From an optimization exercise on the open Yosys and OpenROAD flow, aimed at small area, a short achievable clock period and few clock cycles per item; shortcuts taken in it are not production practice. RTL that was checked went through simulation tests only; none was proved equivalent to the original. Function not checked in run 1: the RTL went through the layout flow alone.

==> flow/design.v, too long to show whole: its modules and the start of the top module <==
// module hsv2rgb_fa: 10 lines
// module hsv_to_rgb_converter_core: 1381 lines
module hsv_to_rgb_converter_core (
    input  logic                    clk,
    input  logic                    rst_n,
    input  logic                    pixel_valid,
    output logic                    pixel_ready,
    input  hsv2rgb_pkg::hsv_pixel_t pixel,
    output logic                    color_valid,
    input  logic                    color_ready,
    output hsv2rgb_pkg::rgb_pixel_t color
);
  // ...
==> flow/run.sh <==
#!/bin/bash
# synth_recipe.tcl (not shown) runs the flow's synth.tcl, then flattens the netlist and writes it again
# the make line also repeats each setting of config.mk as NAME=value (left out here)
make -C /OpenROAD-flow-scripts/flow DESIGN_CONFIG=/design/flow/config.mk WORK_HOME=/design/flow/orfs CLKGATE_MAP_FILE= SYNTH_SCRIPT=/design/flow/synth_recipe.tcl finish
==> flow/config.mk <==
export PLATFORM = sky130hd
export DESIGN_NAME = hsv_to_rgb_converter_core
export DESIGN_NICKNAME = hsv_to_rgb_converter_core
export VERILOG_FILES = /design/flow/design.v
export SDC_FILE = /design/flow/constraint.sdc
export NUM_CORES = 4
export LEC_CHECK = 0
export ABC_CLOCK_PERIOD_IN_PS = 4000
export CAP_MARGIN = 20
export CORE_MARGIN = 2
export CORE_UTILIZATION = 40
export SETUP_SLACK_MARGIN = 3.2
export SLEW_MARGIN = 20
export SYNTH_HIERARCHICAL = 1
export SYNTH_MINIMUM_KEEP_SIZE = 0
==> flow/constraint.sdc <==
create_clock -name core_clock -period 8.0 [get_ports {clk}]
set_input_delay 1.6000 -clock core_clock [delete_from_list [all_inputs] [get_ports {clk}]]
set_output_delay 1.6000 -clock core_clock [all_outputs]
set_load 0.01 [all_outputs]
==> run_results.csv, run 1 <==
group,metric,value,unit
outcome,outcome,"timing/DRC/antenna clean",
drt,wl_met2,29990,µm
placed_design,dp_hpwl,40170,µm
timing,layout_setup_ws,2.743,ns
drt,vias,17090,
synthesis,synth_edf_count,156,
timing,rsz0062_at_grt,"true",
critical_path,setup.worst_path.start,"n3[24]",
layout,largest_reg_flops,34,
synthesis,synth_fa_ha_area_share,32.12,%
layout,flops_and_latches,159,
synthesis,synthCells,2054,
synthesis,ys_top_cells_by_area,"edfxtp_1 (23%), fa_1 (20%), ha_1 (12%)",
layout,sh_seq_area,18.53,%
synthesis,synth_top_family_by_area,"adder cells",
die,die_h,231.7,µm
critical_path,critical_path_cell_count,12,
timing,setup_viol,0,
worst_hold_path,min_path_type,"reg -> reg",
timing,fmax,190.2,MHz
grt,grt_max_degree,69,
critical_path,worst-path-buf-inv,2,
grt,grt_overflow,0,
synthesis,yosys.area.top_type,"edfxtp_1",
clocking,htree_levels,4,
timing,fin_skew,0.009104,ns
worst_hold_path,hold_path_end,"sec3[2]",
critical_path,max_stage_delay,0.45,ns
==> inputs of run 2 (changes only) <==
--- a/flow/design.v
+++ b/flow/design.v
@@ -29,59 +29,40 @@
     output logic                    pixel_ready,
     input  hsv2rgb_pkg::hsv_pixel_t pixel,
     output logic                    color_valid,
     input  logic                    color_ready,
     output hsv2rgb_pkg::rgb_pixel_t color
 );
     logic adv;
     logic val1, val2, val3;
-    logic [12:0] h0, v0, s0;
-    logic [13:0] d0;
-    logic [12:0] c0;
-    logic [1:0]  j0;
-    logic [9:0]  f0;
-    logic [2:0]  sec0;
+    logic [12:0] v0, s0;
     always_comb begin
-        h0 = (pixel.hue > 13'd5744) ? 13'd5744 : pixel.hue;
         s0 = pixel.saturation[12] ? 13'd4096 : pixel.saturation;
         v0 = pixel.brightness[12] ? 13'd4096 : pixel.brightness;
-        if (h0 < 13'd1920) begin
-            c0 = 13'd960;  j0 = 2'd0;
-        end else if (h0 < 13'd3840) begin
-            c0 = 13'd2880; j0 = 2'd1;
-        end else begin
-            c0 = 13'd4800; j0 = 2'd2;
-        end
-        d0   = {1'b0, h0} - {1'b0, c0};
-        f0   = d0[13] ? 10'(-d0) : d0[9:0];
-        sec0 = {j0, ~d0[13]};
     end
     logic [6:0]  sone0, stwo0, sneg0;
     logic [14:0] sx0;
     always_comb begin
         sx0 = {1'b0, s0, 1'b0};
         for (int k = 0; k < 7; k++) begin
             sone0[k] = sx0[2*k+1] ^ sx0[2*k];
             stwo0[k] = (~sx0[2*k+2] & sx0[2*k+1] & sx0[2*k]) | (sx0[2*k+2] & ~sx0[2*k+1] & ~sx0[2*k]);
             sneg0[k] = sx0[2*k+2] & ~(sx0[2*k+1] & sx0[2*k]);
         end
     end
-    logic [12:0] v1;
+    logic [12:0] v1, h1;
     logic [6:0]  sone1, stwo1, sneg1;
-    logic [9:0]  f1;
-    logic [2:0]  sec1;
     always_ff @(posedge clk) begin
         if (adv) begin
             v1    <= v0;
             sone1 <= sone0;
             stwo1 <= stwo0;
             sneg1 <= sneg0;
-            f1    <= f0;
-            sec1  <= sec0;
+            h1    <= pixel.hue;
         end
     end
     logic [24:0] m2;
     logic [12:0] v2;
     logic [5:0]  fone1, ftwo1, fneg1;
     logic [5:0]  fone2, ftwo2, fneg2;
     logic [2:0]  sec2;
     logic [24:0] m_sa, m_sb;
@@ -545,16 +526,34 @@
     logic mt_w162;
     logic mt_w163;
     hsv2rgb_fa u_mt_w162 (.a(1'b1), .b(mt_w117), .c(mt_w118), .s(mt_w162), .co(mt_w163));
     logic mt_w164;
     logic mt_w165;
     hsv2rgb_fa u_mt_w164 (.a(~sneg1[5]), .b(mpp_6_12), .c(mt_w119), .s(mt_w164), .co(mt_w165));
     assign m_sa = {mt_w163, mt_w161, mt_w159, mt_w157, mt_w155, mt_w153, mt_w151, mt_w149, mt_w147, mt_w145, mt_w143, mt_w141, mt_w139, mt_w137, mt_w135, mt_w133, mt_w131, mt_w129, mt_w127, mt_w125, mt_w123, mt_w121, sneg1[1], mpp_0_1, mpp_0_0};
     assign m_sb = {mt_w164, mt_w162, mt_w160, mt_w158, mt_w156, mt_w154, mt_w152, mt_w150, mt_w148, mt_w146, mt_w144, mt_w142, mt_w140, mt_w138, mt_w136, mt_w134, mt_w132, mt_w130, mt_w128, mt_w126, mt_w124, mt_w122, mt_w120, 1'b0, sneg1[0]};
+    logic [12:0] hc1, c1;
+    logic [13:0] d1;
+    logic [1:0]  j1;
+    logic [9:0]  f1;
+    logic [2:0]  sec1;
+    always_comb begin
+        hc1 = (h1 > 13'd5744) ? 13'd5744 : h1;
+        if (hc1 < 13'd1920) begin
+            c1 = 13'd960;  j1 = 2'd0;
+        end else if (hc1 < 13'd3840) begin
+            c1 = 13'd2880; j1 = 2'd1;
+        end else begin
+            c1 = 13'd4800; j1 = 2'd2;
+        end
+        d1   = {1'b0, hc1} - {1'b0, c1};
+        f1   = d1[13] ? 10'(-d1) : d1[9:0];
+        sec1 = {j1, ~d1[13]};
+    end
     always_comb begin
         fx1 = {2'b00, f1, 1'b0};
         for (int k = 0; k < 6; k++) begin
             fone1[k] = fx1[2*k+1] ^ fx1[2*k];
             ftwo1[k] = (fx1[2*k+2] & ~fx1[2*k+1] & ~fx1[2*k]) | (~fx1[2*k+2] & fx1[2*k+1] & fx1[2*k]);
             fneg1[k] = ~fx1[2*k+2] & (fx1[2*k+1] | fx1[2*k]);
         end
     end
@@ -1367,30 +1366,42 @@
     always_ff @(posedge clk) begin
         if (adv) begin
             n3   <= n_sa + n_sb;
             cv3  <= cv_full[19:12];
             cp3  <= cp_full[31:24];
             sec3 <= sec2;
         end
     end
-    logic [37:0] cx_full;
-    logic [7:0]  cx;
+    logic [25:0] lo_a, lo_b;
+    logic [26:0] lo_sum;
+    logic        c30;
+    logic [7:0]  cx0, cx1, cx;
+    logic [2:0]  is_cx;
+    logic [7:0]  pre_r, pre_g, pre_b;
     logic [23:0] x3;
     always_comb begin
-        cx_full = (38'(n3) << 4) + 38'(n3);
-        cx      = cx_full[37:30];
+        lo_a   = n3[29:4];
+        lo_b   = n3[25:0];
+        lo_sum = {1'b0, lo_a} + {1'b0, lo_b};
+        c30    = lo_sum[26];
+        cx0    = n3[33:26] + 8'(n3[33:30]);
+        cx1    = cx0 + 8'd1;
+        cx     = c30 ? cx1 : cx0;
         case (sec3)
-            3'd0:    x3 = {cv3, cx, cp3};
-            3'd1:    x3 = {cx, cv3, cp3};
-            3'd2:    x3 = {cp3, cv3, cx};
-            3'd3:    x3 = {cp3, cx, cv3};
-            3'd4:    x3 = {cx, cp3, cv3};
-            default: x3 = {cv3, cp3, cx};
+            3'd0:    begin is_cx = 3'b010; pre_r = cv3; pre_g = cv3; pre_b = cp3; end
+            3'd1:    begin is_cx = 3'b100; pre_r = cv3; pre_g = cv3; pre_b = cp3; end
+            3'd2:    begin is_cx = 3'b001; pre_r = cp3; pre_g = cv3; pre_b = cv3; end
+            3'd3:    begin is_cx = 3'b010; pre_r = cp3; pre_g = cv3; pre_b = cv3; end
+            3'd4:    begin is_cx = 3'b100; pre_r = cp3; pre_g = cp3; pre_b = cv3; end
+            default: begin is_cx = 3'b001; pre_r = cv3; pre_g = cp3; pre_b = cp3; end
         endcase
+        x3[23:16] = is_cx[2] ? cx : pre_r;
+        x3[15:8]  = is_cx[1] ? cx : pre_g;
+        x3[7:0]   = is_cx[0] ? cx : pre_b;
     end
     always_ff @(posedge clk or negedge rst_n) begin
         if (!rst_n) begin
             val1    <= 1'b0;
             val2    <= 1'b0;
             val3    <= 1'b0;
         end else if (adv) begin
             val1    <= pixel_valid;
--- a/flow/config.mk
+++ b/flow/config.mk
@@ -4,12 +4,12 @@
 export VERILOG_FILES = /design/flow/design.v
 export SDC_FILE = /design/flow/constraint.sdc
 export NUM_CORES = 4
 export LEC_CHECK = 0
 export ABC_CLOCK_PERIOD_IN_PS = 4000
 export CAP_MARGIN = 20
 export CORE_MARGIN = 2
 export CORE_UTILIZATION = 40
-export SETUP_SLACK_MARGIN = 3.2
+export SETUP_SLACK_MARGIN = 3.6
 export SLEW_MARGIN = 20
 export SYNTH_HIERARCHICAL = 1
 export SYNTH_MINIMUM_KEEP_SIZE = 0
==> run 2 against run 1 <==
- still clean
- synthesized area is 2.1% lower
- core utilization rose by 0.63 points
- sequential share of layout area increased by 0.18 points
- global-route usage fell by 0.45 points
- wire length is 7.7% lower
- cell count down 3.0%
- clock skew is 0.0046 ns higher
- sequential cell count unchanged
- highest routed layer unchanged
==> run_results.csv, run 2 <==
group,metric,value,unit
outcome,outcome,"timing/DRC/antenna clean",
layout,antenna_cells,0,
layout,layout_common_cells,"xnor2_1 (256), buf_4 (221), fa_1 (179)",
synthesis,ys.flop_type,"edfxtp_1",
critical_path,reg2reg_depth,16,
timing,tns,0,ns
placed_design,place_ws,2.719,ns
grt,grt_overflow,0,
clocking,hold_buffers,0,
layout,layout_commonest_cell,"xnor2_1",
synthesis,yosys.area.top_type,"edfxtp_1",
timing,hold_viol,0,
layout,reg.largest.list,"n3: 34 flops, m2: 25 flops",
critical_path,worstReg2RegEnd,"n3[31]",
critical_path,arrival,5.10,ns
clocking,htree_levels,4,
critical_path,crit_slowest_cell,"fa_1",
clocking,root_buffer,"clkbuf_16",
synthesis,netlist_area,20310,µm²
run,cap_violations,0,
synthesis,synthCells,1930,
placed_design,place_congestion,0.8418,
grt,grt_pass1_wl,91070,µm
grt,grt_pass1_vias,16860,
critical_path,rrSetupSlack,3.14,ns
critical_path,critPathKind,"reg -> reg",
critical_path,cp-start-kind,"register",
clocking,cts_tree,"done",
layout,fin_nets,2631,
critical_path,crit_path_cell_trace,"buf_12 -> a22oi_2 -> xnor2_2 -> fa_2 -> fa_1 -> fa_2 -> fa_1 -> ha_4 -> and3_4 -> and3b_1 -> o21a_1 -> a21oi_4 -> nand4_1 -> a31oi_4 -> o21bai_1 -> xor2_1",
timing,layout_setup_ws,3.142,ns
drt,drtAntennaViolNets,0,
drt,wire_per_inst,19.81,µm
critical_path,r2r_start,"ftwo2[0]",
worst_hold_path,hold_path_end,"val3",
die,die_h,229.3,µm
synthesis,synth_edf_count,156,
timing,tightest_slew,0.9364,ns
layout,utilization,50.69,%
die,io_pins,69,
drt,drtPass1Iterations,8,
drt,vias,15960,
placed_design,io_buffers,68,
drt,routed_via_density,5.575,
critical_path,cp-end-kind,"register",
drt,drcViolationCount,0,
grt,grt_max_degree,57,
timing,rsz0062_at_grt,"true",
grt,antenna_found_initial,0,
synthesis,syn_avg_cell_area,10.52,µm²
synthesis,synth_top_area_share,23.07,%
layout,top_register,"n3",
grt,grt_usage,22.11,%
die,row_count,82,
critical_path,required,8.24,ns
synthesis,synthArstFlopShare,1.887,%
die,die_x,229.3,µm
synthesis,ys_ff_latch,159,
worst_hold_path,hold_depth,1,
die,dieArea,52590,µm²
worst_hold_path,hp-start,"val2",
clocking,cts.clk_slew.worst_paths,0.07,ns
synthesis,ys_top_cells_by_area,"edfxtp_1 (23%), fa_1 (21%), ha_1 (12%)",
placed_design,dp_hpwl,37300,µm
timing,finalCritPeriodShare,60.73,%
worst_hold_path,min_path_type,"reg -> reg",
die,design.core.area,50170,µm²
clocking,worstSkewPairLatency,0.50,ns
synthesis,yosys_warnings,7,
timing,fmax,205.8,MHz
drt,wl,56710,µm
critical_path,worst-path-buf-inv,1,
timing,fin_skew,0.01374,ns
layout,area_delta_synth_final,25.24,%
synthesis,synth_seq_area_share,23.44,%
critical_path,max_stage_delay,0.57,ns
die,start_util,40.48,%
synthesis,yosysUniqueCellTypes,75,
drt,drt_iter0_markers,1608,
clocking,clock_path_buffers,2,
layout,largest_reg_flops,34,
synthesis,synthTopCellsByCount,"xnor2_1 (271), fa_1 (210), ha_1 (199)",
timing,setup_viol,0,
timing,finalWorstPathRequiredPeriod,4.858,ns
timing,slew-limit-headroom,37.34,%
critical_path,cp_max_fo,6,
clocking,clock_sinks,159,
layout,drive_gt1_share,24.28,%
synthesis,synth_most_common_cell,"xnor2_1",
clocking,cts-buffers-inserted,17,
timing,drv_slew,0,
critical_path,cp_top_family,"adder cells",
## run 2: cell count changes after synthesis, sizes merged, moves of 9 or more
cell / before / now
mux2i: 3 / 25
o22ai: 11 / 2
a21oi: 95 / 85
clkbuf: 109 / 97
inv: 104 / 84
o31ai: 13 / 4
a31oi: 17 / 8
o21ai: 76 / 54
nand2: 104 / 92
nor2: 90 / 72
## run 2: logic make-up after synthesis
kind of cell / count (synthesis) / synth area share [%]
other: 2 / 0.03698
multiplexers: 30 / 1.510
buffers and inverters: 207 / 3.869
AND/OR/NAND/NOR: 329 / 8.053
adder cells (fa/ha/maj): 409 / 32.96
flip-flops: 159 / 23.44
AO/OA/AOI/OAI: 492 / 17.10
XOR/XNOR: 302 / 13.03
## run 2: worst max-delay path by stage
stage / slack, ns / cells after the start / from / end
after floorplan: 3.49 / 17 / fone2[1] / n3[31]
final: 3.14 / 16 / ftwo2[0] / n3[31]
after global placement: 2.82 / 16 / fone2[0] / n3[31]
after CTS: 3.04 / 11 / n3[7] / color[17]
after detailed placement: 2.72 / 16 / fone2[0] / n3[31]
after global routing: 2.96 / 11 / n3[5] / color[17]
## run 2: Yosys stat by module, one instance, submodules excluded
module	copies in the design	flip-flops and latches	area [µm²]
hsv_to_rgb_converter_core	1	159	16500
hsv2rgb_fa	190	0	20.02
## run 2: timing repair
item,CTS,global route
cloned,4,0
gates resized for setup,233,76
buffers inserted,236,28
endpoints found under the setup margin,56,55
pin swaps,110,72
## run 2: per-layer routing
layer / vias up / wire length (µm) / track usage, %
met2: 569 / 27880 / 37.61
met5: - / 0 / 0
met3: 108 / 3469 / 4.183
met1: 7899 / 23580 / 27.44
li1: 7384 / - / -
met4: 0 / 1782 / 9.395
## run 2: layout make-up
cell class / count / area, µm²
clock buffer: 18 / 429.2
clock inverter: 13 / 113.9
fill: 4377 / 24740
inverter: 85 / 319.1
multi-input combinational: 1574 / 15960
sequential: 159 / 4760
tap: 672 / 840.8
timing repair buffer: 342 / 3013
## run 2: per-stage QoR
step | hold WS [ns] | std cells | area [µm²]
after floorplan | 0.4003 | 1938 | 20790
after global placement | 0.4375 | 2564 | 21700
after detailed placement | 0.4703 | 2564 | 21700
after CTS | 0.4859 | 2835 | 24960
after global routing | 0.5078 | 2863 | 25430
final | 0.4834 | 2863 | 25430
Testbench counts of run 2, summed over its fixed seeds: cycles 16,024, items 16,000.
==> inputs of run 3 (changes only) <==
--- a/flow/config.mk
+++ b/flow/config.mk
@@ -6,10 +6,10 @@
 export NUM_CORES = 4
 export LEC_CHECK = 0
 export ABC_CLOCK_PERIOD_IN_PS = 4000
-export CAP_MARGIN = 20
+export CAP_MARGIN = 5
 export CORE_MARGIN = 2
-export CORE_UTILIZATION = 40
-export SETUP_SLACK_MARGIN = 3.6
-export SLEW_MARGIN = 20
+export CORE_UTILIZATION = 60
+export SETUP_SLACK_MARGIN = 3.2
+export SLEW_MARGIN = 5
 export SYNTH_HIERARCHICAL = 1
 export SYNTH_MINIMUM_KEEP_SIZE = 0
==> run 3 against run 2 <==
- critical path depth fell by 1
- synthesized area unchanged
- core utilization rose by 23 points
- count of clock-buffer cells in the layout grew 3
- register-to-register slack gained 0.02 ns
- worst hold slack worse by 0.0085 ns
- first-iteration DRC count fell by 34%
- critical path type unchanged
- critical endpoint unchanged
- highest routed layer unchanged
==> run_results.csv, run 3 <==
group,metric,value,unit
timing,drv_slew,0,
critical_path,cp-end-kind,"register",
die,row_count,67,
clocking,root_buffer,"clkbuf_16",
placed_design,place_congestion,0.8563,
clocking,htree_levels,4,
synthesis,synth_edf_count,156,
clocking,clock_path_buffers,2,
grt,antenna_found_initial,0,
critical_path,rrSetupSlack,3.16,ns
timing,finalCritPeriodShare,60.45,%
clocking,cts_tree,"done",
synthesis,yosysUniqueCellTypes,75,
critical_path,r2r_start,"m2[17]",
critical_path,arrival,5.05,ns
layout,regArea,4760,µm²
clocking,worstSkewPairLatency,0.46,ns
timing,slew-limit-headroom,32.23,%
critical_path,critPathKind,"reg -> reg",
grt,grt_pass1_vias,16260,
placed_design,placed_cell_area,21180,µm²
layout,layout_common_cells,"xnor2_1 (261), buf_4 (208), fa_1 (189)",
drt,drtAntennaViolNets,0,
synthesis,synthCells,1930,
timing,tns,0,ns
synthesis,synth.area.mux_share,1.510,%
critical_path,required,8.22,ns
synthesis,synth_top_area_share,23.07,%
layout,fin_nets,2599,
placed_design,dp_hpwl,36080,µm
timing,finalWorstPathRequiredPeriod,4.836,ns
timing,fin_skew,0.01580,ns
timing,rsz0062_at_grt,"true",
clocking,hold_buffers,0,
layout,antenna_cells,0,
die,die_x,188.0,µm
placed_design,place_ws,2.519,ns
synthesis,synth_most_common_cell,"xnor2_1",
synthesis,synth_compound_area_share,17.10,%
synthesis,synth_top_family_by_area,"adder cells",
timing,hold_viol,0,
layout,drive_gt1_share,20.93,%
synthesis,ys_ff_latch,159,
grt,grt_max_degree,66,
outcome,outcome,"timing/DRC/antenna clean",
synthesis,yosys.area_share.xor_xnor,13.03,%
drt,drcViolationCount,0,
synthesis,syn_avg_cell_area,10.52,µm²
critical_path,worstReg2RegEnd,"n3[31]",
layout,reg.largest.list,"n3: 34 flops, m2: 25 flops",
synthesis,synthTopCellsByCount,"xnor2_1 (271), fa_1 (210), ha_1 (199)",
worst_hold_path,hold_path_end,"val3",
synthesis,ys.flop_type,"edfxtp_1",
die,die_h,188.0,µm
synthesis,netlist_area,20310,µm²
grt,grt_pass1_wl,86520,µm
placed_design,io_buffers,68,
grt,grt_usage,31.13,%
synthesis,synthArstFlopShare,1.887,%
timing,tightest_slew,1.013,ns
drt,routed_via_density,6.152,
critical_path,reg2reg_depth,15,
layout,area_delta_synth_final,21.01,%
critical_path,cp_max_fo,7,
clocking,clock_sinks,159,
layout,nFillCells,2288,
die,dieArea,35330,µm²
layout,finalInstanceArea,24570,µm²
clocking,cts-buffers-inserted,17,
worst_hold_path,min_path_type,"reg -> reg",
grt,grt_overflow,0,
layout,layout_commonest_cell,"xnor2_1",
layout,multi_input_area,15670,µm²
drt,wl,54760,µm
clocking,cts.clk_slew.worst_paths,0.08,ns
drt,drtPass1Iterations,8,
synthesis,synth_fa_ha_area_share,32.96,%
layout,largest_reg_flops,34,
run,cap_violations,0,
timing,fmax,206.8,MHz
die,start_util,60.71,%
synthesis,yosys.area.top_type,"edfxtp_1",
die,io_pins,69,
drt,drt_iter0_markers,1062,
synthesis,synth_seq_area_share,23.44,%
synthesis,yosys.area_share.simple,8.053,%
worst_hold_path,hp-start,"val2",
drt,wire_per_inst,21.00,µm
die,design.core.area,33450,µm²
layout,top_register,"n3",
worst_hold_path,hold_depth,1,
timing,layout_setup_ws,3.164,ns
synthesis,yosys_warnings,7,
drt,vias,16040,
synthesis,ys_top_cells_by_area,"edfxtp_1 (23%), fa_1 (21%), ha_1 (12%)",
timing,setup_viol,0,
critical_path,cp-start-kind,"register",
-- run 3: cell families after synthesis --
group	after synthesis
AOI/OAI and AO/OA	492
xor gates and xnor gates	302
adders and majority gates	409
buffers and inverters	207
DFF	159
muxes	30
other	2
and+or+nand+nor	329
-- run 3: metal layers --
layer | wire length (µm) | vias up | track usage (%)
met5 | 0 | - | 0
met2 | 26950 | 682 | 53.08
met1 | 22280 | 7897 | 40.57
li1 | - | 7337 | -
met3 | 3709 | 128 | 4.361
met4 | 1814 | 0 | 11.57
-- run 3: Yosys stat by module, one instance, submodules excluded --
module                     area (µm²)  cells inside  flip-flops and latches  copies in the design
hsv_to_rgb_converter_core       16500          1740                     159                     1
hsv2rgb_fa                      20.02             1                       0                   190
-- run 3: worst max-delay path: stages (launching register included) --
cell	delay, ns
edfxtp_1	0.54
buf_6	0.21
a22oi_2	0.23
xnor2_2	0.16
fa_1	0.49
fa_2	0.36
fa_1	0.47
fa_1	0.58
ha_4	0.22
a21o_1	0.15
a21o_1	0.20
a21oi_2	0.21
nand4_1	0.22
a31oi_4	0.28
o21bai_1	0.12
xor2_1	0.14
-- run 3: what timing repair did --
item,in CTS,in global routing
buffers inserted,153,82
endpoints found under the setup margin,48,41
resized for setup,145,116
pin swaps,24,65
cloned,0,1
-- run 3: how the worst max path moves through the flow --
| stage | start | end | slack [ns] | depth (start not counted) |
|---|---|---|---|---|
| after CTS | n3[7] | color[4] | 3.14 | 13 |
| after global routing | m2[17] | n3[31] | 3.01 | 17 |
| after floorplan | sneg1[1] | m2[21] | 3.20 | 16 |
| final | m2[17] | n3[31] | 3.16 | 15 |
| after detailed placement | fneg2[0] | n3[33] | 2.52 | 15 |
| after global placement | fneg2[0] | n3[31] | 2.67 | 15 |
-- run 3: layout make-up --
class,instances,share of cell area (%)
Timing Repair Buffer,311,10.89
Clock buffer,21,1.874
Sequential cell,159,19.37
Inverter,85,1.298
Tap cell,448,2.281
Multi-Input combinational cell,1573,63.75
Clock inverter,11,0.5346
-- run 3: metrics by stage --
| step | hold WS (ns) | util (%) | std cells |
|---|---|---|---|
| 2_1_floorplan | 0.4003 | - | 1938 |
| 3_3_place_gp | 0.4455 | 63.32 | 2340 |
| 3_5_place_dp | 0.4605 | 63.32 | 2340 |
| 4_1_cts | 0.4761 | 69.86 | 2525 |
| 5_1_grt | 0.5114 | 73.47 | 2608 |
| 6_report | 0.4749 | 73.47 | 2608 |
==> inputs of run 4 (changes only) <==
==> flow/config.mk (replaced) <==
export PLATFORM = sky130hd
export DESIGN_NAME = hsv_to_rgb_converter_core
export DESIGN_NICKNAME = hsv_to_rgb_converter_core
export VERILOG_FILES = /design/flow/design.v
export SDC_FILE = /design/flow/constraint.sdc
export NUM_CORES = 4
export LEC_CHECK = 0
export CAP_MARGIN = 20
export CORE_MARGIN = 2
export CORE_UTILIZATION = 55
export PLACE_DENSITY = 0.75
export SETUP_SLACK_MARGIN = 3.2
export SLEW_MARGIN = 20
export SYNTH_HIERARCHICAL = 1
export SYNTH_MINIMUM_KEEP_SIZE = 0
==> run 4 against run 3 <==
- still clean on timing, DRC and antenna
- cell area decreased by 0.47%
- first-iteration DRC count rose by 35%
- sequential cell count unchanged
- clock skew decreased by 0.0049 ns
- core utilization is 6.5 points lower
- cell count up 0.77%
==> run_results.csv, run 4 <==
group,metric,value,unit
die,dieArea,38470,µm²
timing,tns,0,ns
critical_path,crit_path_cell_trace,"buf_4 -> a22oi_1 -> xnor2_1 -> fa_1 -> fa_1 -> fa_1 -> fa_1 -> ha_4 -> a21oi_1 -> o21bai_1 -> a41oi_2 -> o2111ai_2 -> a31o_1 -> a21oi_2 -> xnor2_1",
synthesis,yosys.area.top_type,"edfxtp_1",
synthesis,synth_top_area_share,23.07,%
timing,fin_skew,0.01090,ns
timing,drv_slew,0,
drt,routed_via_density,6.197,
synthesis,synth_most_common_cell,"xnor2_1",
timing,setup_viol,0,
drt,drcViolationCount,0,
critical_path,critPathMostFrequentCell,"fa_1",
critical_path,max_stage_delay,0.61,ns
synthesis,ys.flop_type,"edfxtp_1",
synthesis,ys_top_cells_by_area,"edfxtp_1 (23%), fa_1 (21%), ha_1 (12%)",
clocking,cts-buffers-inserted,17,
placed_design,place_congestion,0.9009,
clocking,cts.clk_slew.worst_paths,0.07,ns
grt,grt_use_met1,36.77,%
critical_path,crit_slowest_cell,"fa_1",
grt,grt_overflow,0,
layout,antenna_cells,0,
synthesis,synthTopCellsByCount,"xnor2_1 (271), fa_1 (210), ha_1 (199)",
drt,drt_iter0_markers,1439,
layout,top_register,"n3",
grt,met3_usage,5.535,%
layout,largest_reg_flops,34,
die,design.core.area,36520,µm²
synthesis,ys_ff_latch,159,
die,die_h,196.2,µm
die,die_x,196.2,µm
grt,grt_usage,28.56,%
timing,finalWorstPathRequiredPeriod,4.969,ns
outcome,outcome,"timing/DRC/antenna clean",
critical_path,worst-path-buf-inv,1,
clocking,root_buffer,"clkbuf_16",
synthesis,synth_edf_count,156,
synthesis,synthArstFlopShare,1.887,%
placed_design,io_buffers,68,
grt,grt_max_degree,73,
layout,drive_gt1_share,20.00,%
synthesis,netlist_area,20310,µm²
clocking,worstSkewPairLatency,0.46,ns
layout,area_delta_synth_final,20.44,%
synthesis,synthCells,1930,
grt,use_met2,47.54,%
critical_path,critPathKind,"reg -> reg",
critical_path,cp_max_fo,4,
placed_design,dp_hpwl,35550,µm
timing,tightest_slew,0.9537,ns
worst_hold_path,min_path_type,"reg -> reg",
layout,reg.largest.list,"n3: 34 flops, m2: 25 flops",
clocking,clock_sinks,159,
layout,fin_nets,2599,
synthesis,synth_seq_area_share,23.44,%
clocking,cts_tree,"done",
grt,grt_pass1_wl,86570,µm
layout,layout_common_cells,"xnor2_1 (262), buf_4 (209), fa_1 (200)",
drt,drtPass1Iterations,9,
timing,fmax,201.2,MHz
timing,finalCritPeriodShare,62.12,%
critical_path,cp-start-kind,"register",
grt,grt_pass1_vias,16350,
clocking,htree_levels,4,
timing,hold_viol,0,
critical_path,arrival,5.19,ns
timing,slew-limit-headroom,36.42,%
synthesis,yosys_warnings,7,
drt,drtAntennaViolNets,0,
layout,nFillCells,2662,
critical_path,cp-end-kind,"register",
clocking,clock_path_buffers,2,
timing,rsz0062_at_grt,"true",
drt,wire_per_inst,21.34,µm
die,io_pins,69,
synthesis,syn_avg_cell_area,10.52,µm²
drt,wl,56080,µm
grt,antenna_found_initial,0,
layout,layout_commonest_cell,"xnor2_1",
synthesis,yosysUniqueCellTypes,75,
run,cap_violations,0,
critical_path,rrSetupSlack,3.03,ns
die,start_util,55.60,%
grt,busiest_layer,"met2",
die,row_count,70,
critical_path,cp_top_family,"adder cells",
critical_path,required,8.22,ns
drt,vias,16290,
-- run 4: area by class of cell --
cell class                      count  area, µm²  share of cell area [%]
Clock buffer                       17      425.4                   1.739
Inverter                           85      319.1                   1.305
Tap cell                          468      585.6                   2.394
Multi-Input combinational cell   1573      15540                   63.53
Clock inverter                     15      180.2                  0.7367
Timing Repair Buffer              311       2649                   10.83
Sequential cell                   159       4760                   19.46
-- run 4: logic make-up (layout without fill, tap and decap cells) --
logic type,after synthesis,after routing,share of synthesized area (%)
muxes,30,30,1.510
adders and majority gates,409,409,32.96
and+or+nand+nor,329,330,8.053
DFF,159,159,23.44
xor gates and xnor gates,302,302,13.03
other,2,10,0.03698
buffers and inverters,207,428,3.869
AOI/OAI and AO/OA,492,492,17.10
-- run 4: what timing repair did --
action	4_1_cts	5_1_grt
gates resized for setup	123	112
pin swaps	24	67
gates cloned	0	1
buffers inserted	164	71
hold buffers	0	0
endpoints found under the setup margin	45	40
-- run 4: path summary, 6_finish.rpt --
kind                       startpoint  endpoint  cells past startpoint
max reg2reg                     v1[9]    m2[24]                     15
max                             v1[9]    m2[24]                     15
max in group asynchronous       rst_n      val3                      1
min                              val2      val3                      1
min reg2reg                      val2      val3                      1
min in group asynchronous       rst_n      val2                      1
-- run 4: per-stage QoR --
step | instance area [µm²] | hold WS (ns) | worst slack, ns | util, % | std cells
after floorplan | 20360 | 0.4003 | 3.201 | - | 1938
after global placement | 21200 | 0.4368 | 2.720 | 58.06 | 2360
after detailed placement | 21200 | 0.4593 | 2.612 | 58.06 | 2360
after CTS | 23410 | 0.4742 | 3.034 | 64.09 | 2556
after global routing | 24460 | 0.4992 | 2.943 | 66.96 | 2628
final | 24460 | 0.4712 | 3.031 | 66.96 | 2628
-- run 4: per-module statistics from Yosys (local to each module, per instance) --
module,cell area (µm²),copies in the design
hsv2rgb_fa,20.02,190
hsv_to_rgb_converter_core,16500,1
-- run 4: routing by layer --
metal  vias up  wire [µm]
met2       811      27100
li1       7329          -
met1      7973      21820
met3       173       4590
met5         -          0
met4         0       2564
==> inputs of run 5 (changes only) <==
--- a/flow/config.mk
+++ b/flow/config.mk
@@ -7,8 +7,8 @@
 export LEC_CHECK = 0
 export CAP_MARGIN = 20
 export CORE_MARGIN = 2
-export CORE_UTILIZATION = 55
-export PLACE_DENSITY = 0.75
+export CORE_UTILIZATION = 40
+export CTS_BUF_LIST = sky130_fd_sc_hd__clkbuf_4 sky130_fd_sc_hd__clkbuf_8
 export SETUP_SLACK_MARGIN = 3.2
 export SLEW_MARGIN = 20
 export SYNTH_HIERARCHICAL = 1
==> run 5 against run 4 <==
- synthesized area did not move
- synthesized cell count did not move
- count of clock-buffer cells in the layout rose by 2
- fmax rose by 0.89%
- global-route usage fell by 7.6 points
- die area rose by 37%
- register-to-register slack improved by 0.14 ns
- setup slack improved by 0.044 ns
- highest routed layer unchanged
==> run_results.csv, run 5 <==
group,metric,value,unit
synthesis,synthCells,1930,
clocking,htree_levels,4,
critical_path,crit_slowest_cell,"edfxtp_1",
timing,slew-limit-headroom,35.77,%
synthesis,ys_top_cells_by_area,"edfxtp_1 (23%), fa_1 (21%), ha_1 (12%)",
critical_path,critPathKind,"reg -> out",
placed_design,io_buffers,68,
synthesis,synth_seq_area_share,23.44,%
synthesis,synth_edf_count,156,
critical_path,cp-start-kind,"register",
worst_hold_path,min_path_type,"reg -> reg",
synthesis,yosys_warnings,7,
critical_path,arrival,3.33,ns
die,die_h,229.3,µm
run,cap_violations,0,
clocking,cts_tree,"done",
drt,drcViolationCount,0,
drt,wire_per_inst,19.95,µm
layout,top_register,"n3",
timing,drv_slew,0,
critical_path,max_stage_delay,0.40,ns
layout,fin_nets,2610,
placed_design,place_ws,2.515,ns
synthesis,synth_top_area_share,23.07,%
clocking,clock_sinks,159,
synthesis,yosys.area_share.xor_xnor,13.03,%
synthesis,synth_most_common_cell,"xnor2_1",
synthesis,yosysUniqueCellTypes,75,
die,die_x,229.3,µm
grt,grt_pass1_wl,86930,µm
grt,antenna_found_initial,1,
outcome,outcome,"timing/DRC/antenna clean",
synthesis,yosys.area_share.simple,8.053,%
placed_design,placed_cell_area,21460,µm²
synthesis,synthTopCellsByCount,"xnor2_1 (271), fa_1 (210), ha_1 (199)",
layout,area_delta_synth_final,22.29,%
drt,drtAntennaViolNets,0,
critical_path,worst-path-buf-inv,3,
synthesis,syn_avg_cell_area,10.52,µm²
timing,finalWorstPathRequiredPeriod,4.925,ns
timing,fmax,203.0,MHz
drt,drtPass1Iterations,5,
timing,tightest_slew,0.9599,ns
placed_design,place_congestion,0.8567,
grt,grt_max_degree,70,
layout,finalInstanceArea,24830,µm²
clocking,clock_path_buffers,2,
die,start_util,40.48,%
drt,vias,15990,
critical_path,cp_max_fo,3,
layout,layout_common_cells,"xnor2_1 (256), buf_4 (215), fa_1 (185)",
timing,layout_setup_ws,3.075,ns
timing,holdWs,0.4699,ns
critical_path,rrSetupSlack,3.17,ns
die,dieArea,52590,µm²
layout,reg.largest.list,"n3: 34 flops, m2: 25 flops",
layout,drive_gt1_share,22.52,%
die,row_count,82,
synthesis,synthArstFlopShare,1.887,%
synthesis,ys.flop_type,"edfxtp_1",
drt,drt_iter0_markers,1290,
layout,utilization,49.50,%
layout,layout_commonest_cell,"xnor2_1",
timing,fin_skew,0.02021,ns
drt,wl,56730,µm
synthesis,synth_compound_area_share,17.10,%
timing,setup_viol,0,
synthesis,synth.area.mux_share,1.510,%
clocking,hold_buffers,0,
timing,hold_viol,0,
clocking,root_buffer,"clkbuf_8",
timing,tns,0,ns
drt,routed_via_density,5.622,
critical_path,required,6.40,ns
layout,largest_reg_flops,34,
grt,grt_pass1_vias,16200,
placed_design,dp_hpwl,37160,µm
synthesis,synth_fa_ha_area_share,32.96,%
synthesis,synth_top_family_by_area,"adder cells",
critical_path,cp_top_family,"compound AO/OA/AOI/OAI gates",
synthesis,netlist_area,20310,µm²
critical_path,cp-end-kind,"primary output",
die,design.core.area,50170,µm²
synthesis,yosys.area.top_type,"edfxtp_1",
clocking,cts.clk_slew.worst_paths,0.09,ns
clocking,cts-buffers-inserted,17,
timing,finalCritPeriodShare,61.57,%
grt,grt_usage,20.95,%
die,io_pins,69,
clocking,worstSkewPairLatency,0.56,ns
grt,grt_overflow,0,
synthesis,ys_ff_latch,159,
critical_path,crit_path_cell_trace,"ha_2 -> fa_2 -> a21o_1 -> a21oi_2 -> xnor2_2 -> nor4b_2 -> o21ai_1 -> a21oi_2 -> xor2_2 -> buf_4 -> buf_6 -> nand2_2 -> o21ai_1 -> buf_2",
timing,rsz0062_at_grt,"true",
-- run 5: cell counts after synthesis --
Identical to the previous run, type by type.
-- run 5: Yosys stat by module (local to each module, per instance) --
module	area, µm²	copies in the design	cells	flip-flops and latches
hsv2rgb_fa	20.02	190	1	0
hsv_to_rgb_converter_core	16500	1	1740	159
-- run 5: through the flow --
stage          std cells
2_1_floorplan       1938
3_3_place_gp        2564
3_5_place_dp        2564
4_1_cts             2765
5_1_grt             2844
6_report            2844
-- run 5: layer usage --
layer	wire [µm]	global-route usage, %
met1	23750	26.29
met3	3275	3.947
met5	0	0
met2	27190	34.85
met4	2509	9.943
-- run 5: timing repair --
item | in CTS | in global routing
resized for setup | 151 | 150
buffers inserted | 169 | 77
gates cloned | 0 | 1
setup endpoints to repair | 46 | 41
pin swaps | 40 | 112
-- run 5: worst paths after layout --
kind                          start  endpoint  cells past startpoint
min reg2reg                    val2      val3                      1
min                            val2      val3                      1
min in group asynchronous     rst_n      val2                      1
max                          n3[30]  color[6]                     14
max in group asynchronous     rst_n      val3                      1
max reg2reg                ftwo2[1]    n3[31]                     17
-- run 5: area by class of cell --
type                            instances  area (µm²)
Fill cell                            4387       25340
Clock buffer                           19       249.0
Inverter                               85       319.1
Multi-Input combinational cell       1573       15770
Sequential cell                       159        4760
Tap cell                              672       840.8
Clock inverter                         13       138.9
Timing Repair Buffer                  322        2751
Antenna cell                            1       2.502
-- run 5: cell families after synthesis --
group                    Yosys count
AO/OA/AOI/OAI                    492
adder cells (fa/ha/maj)          409
AND/OR/NAND/NOR                  329
XOR/XNOR                         302
buffers and inverters            207
flip-flops                       159
multiplexers                      30
other                              2
==> inputs of run 6 (changes only) <==
--- a/flow/config.mk
+++ b/flow/config.mk
@@ -5,10 +5,10 @@
 export SDC_FILE = /design/flow/constraint.sdc
 export NUM_CORES = 4
 export LEC_CHECK = 0
+export ABC_CLOCK_PERIOD_IN_PS = 4000
 export CAP_MARGIN = 20
 export CORE_MARGIN = 2
 export CORE_UTILIZATION = 40
-export CTS_BUF_LIST = sky130_fd_sc_hd__clkbuf_4 sky130_fd_sc_hd__clkbuf_8
 export SETUP_SLACK_MARGIN = 3.2
 export SLEW_MARGIN = 20
 export SYNTH_HIERARCHICAL = 1
==> run 6 against run 5 <==
- sequential share of layout area decreased by 0.058 points
- sequential cell count stayed put
- global-route usage barely moved
- die area stayed put
- register-to-register slack about the same
- cell count is 0.28% lower
- critical path depth is 4 lower
- synthesized area stayed put
- non-clock buffer count is 7 lower
- largest cell class unchanged
==> run_results.csv, run 6 <==
group,metric,value,unit
outcome,outcome,"timing/DRC/antenna clean",
synthesis,synth_top_area_share,23.07,%
synthesis,syn_avg_cell_area,10.52,µm²
clocking,cts.clk_slew.worst_paths,0.06,ns
layout,area_delta_synth_final,22.66,%
critical_path,max_stage_delay,0.53,ns
drt,drtPass1Iterations,6,
layout,antenna_cells,0,
layout,drive_gt1_share,22.00,%
layout,nFillCells,4367,
timing,tns,0,ns
drt,wire_per_inst,19.83,µm
worst_hold_path,min_path_type,"reg -> reg",
synthesis,synthTopCellsByCount,"xnor2_1 (271), fa_1 (210), ha_1 (199)",
critical_path,cp-end-kind,"primary output",
timing,hold_viol,0,
clocking,htree_levels,4,
grt,grt_pass1_vias,16140,
die,die_h,229.3,µm
placed_design,io_buffers,68,
clocking,clock_path_buffers,2,
clocking,root_buffer,"clkbuf_16",
critical_path,crit_slowest_cell,"clkdlybuf4s50_1",
grt,antenna_found_initial,0,
layout,reg.largest.list,"n3: 34 flops, m2: 25 flops",
grt,grt_usage,20.93,%
critical_path,crit_path_cell_trace,"buf_4 -> ha_1 -> nor2b_1 -> o31ai_2 -> a311oi_2 -> o21ai_2 -> nand2_2 -> xnor2_1 -> o21ai_0 -> clkdlybuf4s50_1",
critical_path,arrival,3.22,ns
timing,drv_slew,0,
drt,routed_via_density,5.618,
run,cap_violations,0,
die,io_pins,69,
die,dieArea,52590,µm²
layout,final_cells,2836,
timing,fmax,207.3,MHz
synthesis,synthArstFlopShare,1.887,%
timing,slew-limit-headroom,34.03,%
timing,tightest_slew,0.9858,ns
layout,top_register,"n3",
placed_design,dp_hpwl,37160,µm
synthesis,synth_seq_area_share,23.44,%
grt,grt_pass1_wl,86840,µm
synthesis,synth_compound_area_share,17.10,%
synthesis,synth.area.mux_share,1.510,%
timing,fin_skew,0.01239,ns
clocking,cts-buffers-inserted,17,
synthesis,yosys.area_share.xor_xnor,13.03,%
critical_path,cp-start-kind,"register",
layout,layout_commonest_cell,"xnor2_1",
synthesis,yosysUniqueCellTypes,75,
clocking,clock_sinks,159,
placed_design,place_congestion,0.8567,
drt,wl,56240,µm
synthesis,synth_most_common_cell,"xnor2_1",
drt,vias,15930,
synthesis,synth_top_family_by_area,"adder cells",
synthesis,synth_edf_count,156,
synthesis,ys_top_cells_by_area,"edfxtp_1 (23%), fa_1 (21%), ha_1 (12%)",
synthesis,netlist_area,20310,µm²
drt,drcViolationCount,0,
clocking,worstSkewPairLatency,0.48,ns
critical_path,required,6.40,ns
clocking,hold_buffers,0,
synthesis,ys_ff_latch,159,
critical_path,cp_max_fo,3,
synthesis,yosys_warnings,7,
critical_path,worst-path-buf-inv,2,
placed_design,placedCellCount,2564,
die,die_x,229.3,µm
timing,finalWorstPathRequiredPeriod,4.825,ns
clocking,cts_tree,"done",
critical_path,critPathKind,"reg -> out",
timing,finalCritPeriodShare,60.31,%
timing,setup_viol,0,
layout,largest_reg_flops,34,
critical_path,cp_top_family,"compound AO/OA/AOI/OAI gates",
die,row_count,82,
timing,rsz0062_at_grt,"true",
synthesis,ys.flop_type,"edfxtp_1",
grt,grt_max_degree,70,
drt,drtAntennaViolNets,0,
layout,fin_nets,2603,
grt,grt_overflow,0,
synthesis,synth_fa_ha_area_share,32.96,%
synthesis,yosys.area_share.simple,8.053,%
synthesis,yosys.area.top_type,"edfxtp_1",
die,design.core.area,50170,µm²
layout,layout_common_cells,"xnor2_1 (261), buf_4 (217), fa_1 (185)",
drt,drt_iter0_markers,1305,
synthesis,synthCells,1930,
die,start_util,40.48,%
run 6: cell counts after synthesis:
No cell type changed its count.
run 6: layout make-up:
class                      count  area (µm²)  area share [%]
clock buffer                  19       432.9           1.738
tap                          672       840.8           3.376
clock inverter                13       138.9          0.5576
inverter                      85       319.1           1.281
sequential                   159        4760           19.11
timing repair buffer         315        2676           10.74
multi-input combinational   1573       15740           63.20
run 6: worst reg2reg max path, cell delays in order (launching register included):
cell and delay [ns]:
edfxtp_1 0.46, buf_6 0.18, buf_4 0.15, a22oi_2 0.17
xnor2_1 0.14, ha_1 0.26, fa_2 0.35, fa_1 0.47
fa_1 0.58, ha_4 0.23, a21o_1 0.17, a21oi_2 0.17
and3b_1 0.20, o21a_1 0.18, a21oi_2 0.17, nand4b_1 0.16
a31o_1 0.25, a21oi_1 0.22, xnor2_1 0.09
run 6: Yosys stat by module, one instance, submodules excluded:
module	times used	cell area [µm²]	flip-flops and latches	cells inside
hsv2rgb_fa	190	20.02	0	1
hsv_to_rgb_converter_core	1	16500	159	1740
run 6: cell families after synthesis:
group	count (synthesis)
xor+xnor	302
flops	159
fa+ha+maj	409
simple gates	329
buf+inv	207
other cells	2
compound gates	492
mux	30
run 6: what timing repair did:
item                       in CTS  in global routing
setup buffers                 170                 69
gates resized for setup       146                132
pin swaps                      40                 86
setup endpoints to repair      46                 42
gates cloned                    0                  1
run 6: metal layers:
metal / vias to the layer above / global-route usage (%) / part of all wire (%)
met3: 137 / 3.797 / 6.0
met5: - / 0 / 0
met2: 574 / 34.92 / 48
li1: 7327 / - / -
met4: 0 / 9.253 / 4.6
met1: 7894 / 26.51 / 42
run 6: path summary, 6_finish.rpt:
path	startpoint	end	slack (ns)	cells past startpoint
max in group asynchronous	rst_n	val3	6.56	1
hold / removal	val2	val3	0.46	1
setup reg to reg	ftwo2[1]	n3[27]	3.18	18
setup / recovery	n3[6]	color[0]	3.18	10
min in group asynchronous	rst_n	val2	1.30	1
hold reg to reg	val2	val3	0.46	1
run 6: per-stage QoR:
stage | hold slack [ns] | worst slack [ns] | cell area, µm² | util [%]
2_1_floorplan | 0.4003 | 3.201 | 20360 | -
3_3_place_gp | 0.4371 | 2.553 | 21460 | 42.77
3_5_place_dp | 0.4472 | 2.515 | 21460 | 42.77
4_1_cts | 0.4620 | 3.045 | 23700 | 47.25
5_1_grt | 0.5010 | 3.027 | 24910 | 49.65
6_report | 0.4649 | 3.175 | 24910 | 49.65

static timing again, ports no longer ideal:
How much do the figures lean on ideal ports? The routed layouts below were timed once more, with nothing changed but the port constraints. Step 1, drivers: a clkbuf_16 drives clk and a buf_2 each remaining input, both assumed. Step 2 moves the port delays by t, midway between the first and last clock arrival at a register: inputs arrive t later, outputs are due t later. That takes back most of the time a late clock gives input paths. Slacks: no drivers / after step 1 / after step 2; pairs: no drivers / after step 1.
run | t (ns) | setup WS [ns] | worst hold slack (ns) | latest minus earliest clock arrival (ns) | worst data-port slew with drivers (ns)
run 1 | 0.540 | 2.743 / 2.688 / 2.960 | 0.429 / 0.429 / 0.429 | 0.010 / 0.010 | 0.03
run 2 | 0.544 | 3.142 / 3.105 / 3.142 | 0.483 / 0.483 / 0.483 | 0.015 / 0.015 | 0.03
run 3 | 0.510 | 3.164 / 3.139 / 3.164 | 0.475 / 0.475 / 0.475 | 0.018 / 0.017 | 0.03
run 4 | 0.510 | 3.031 / 3.031 / 3.031 | 0.471 / 0.471 / 0.471 | 0.014 / 0.014 | 0.04
run 5 | 0.603 | 3.075 / 3.025 / 3.174 | 0.470 / 0.470 / 0.470 | 0.021 / 0.021 | 0.04
run 6 | 0.528 | 3.175 / 3.124 / 3.176 | 0.465 / 0.465 / 0.465 | 0.013 / 0.013 | 0.04
After both steps setup and hold are still met in every run listed.
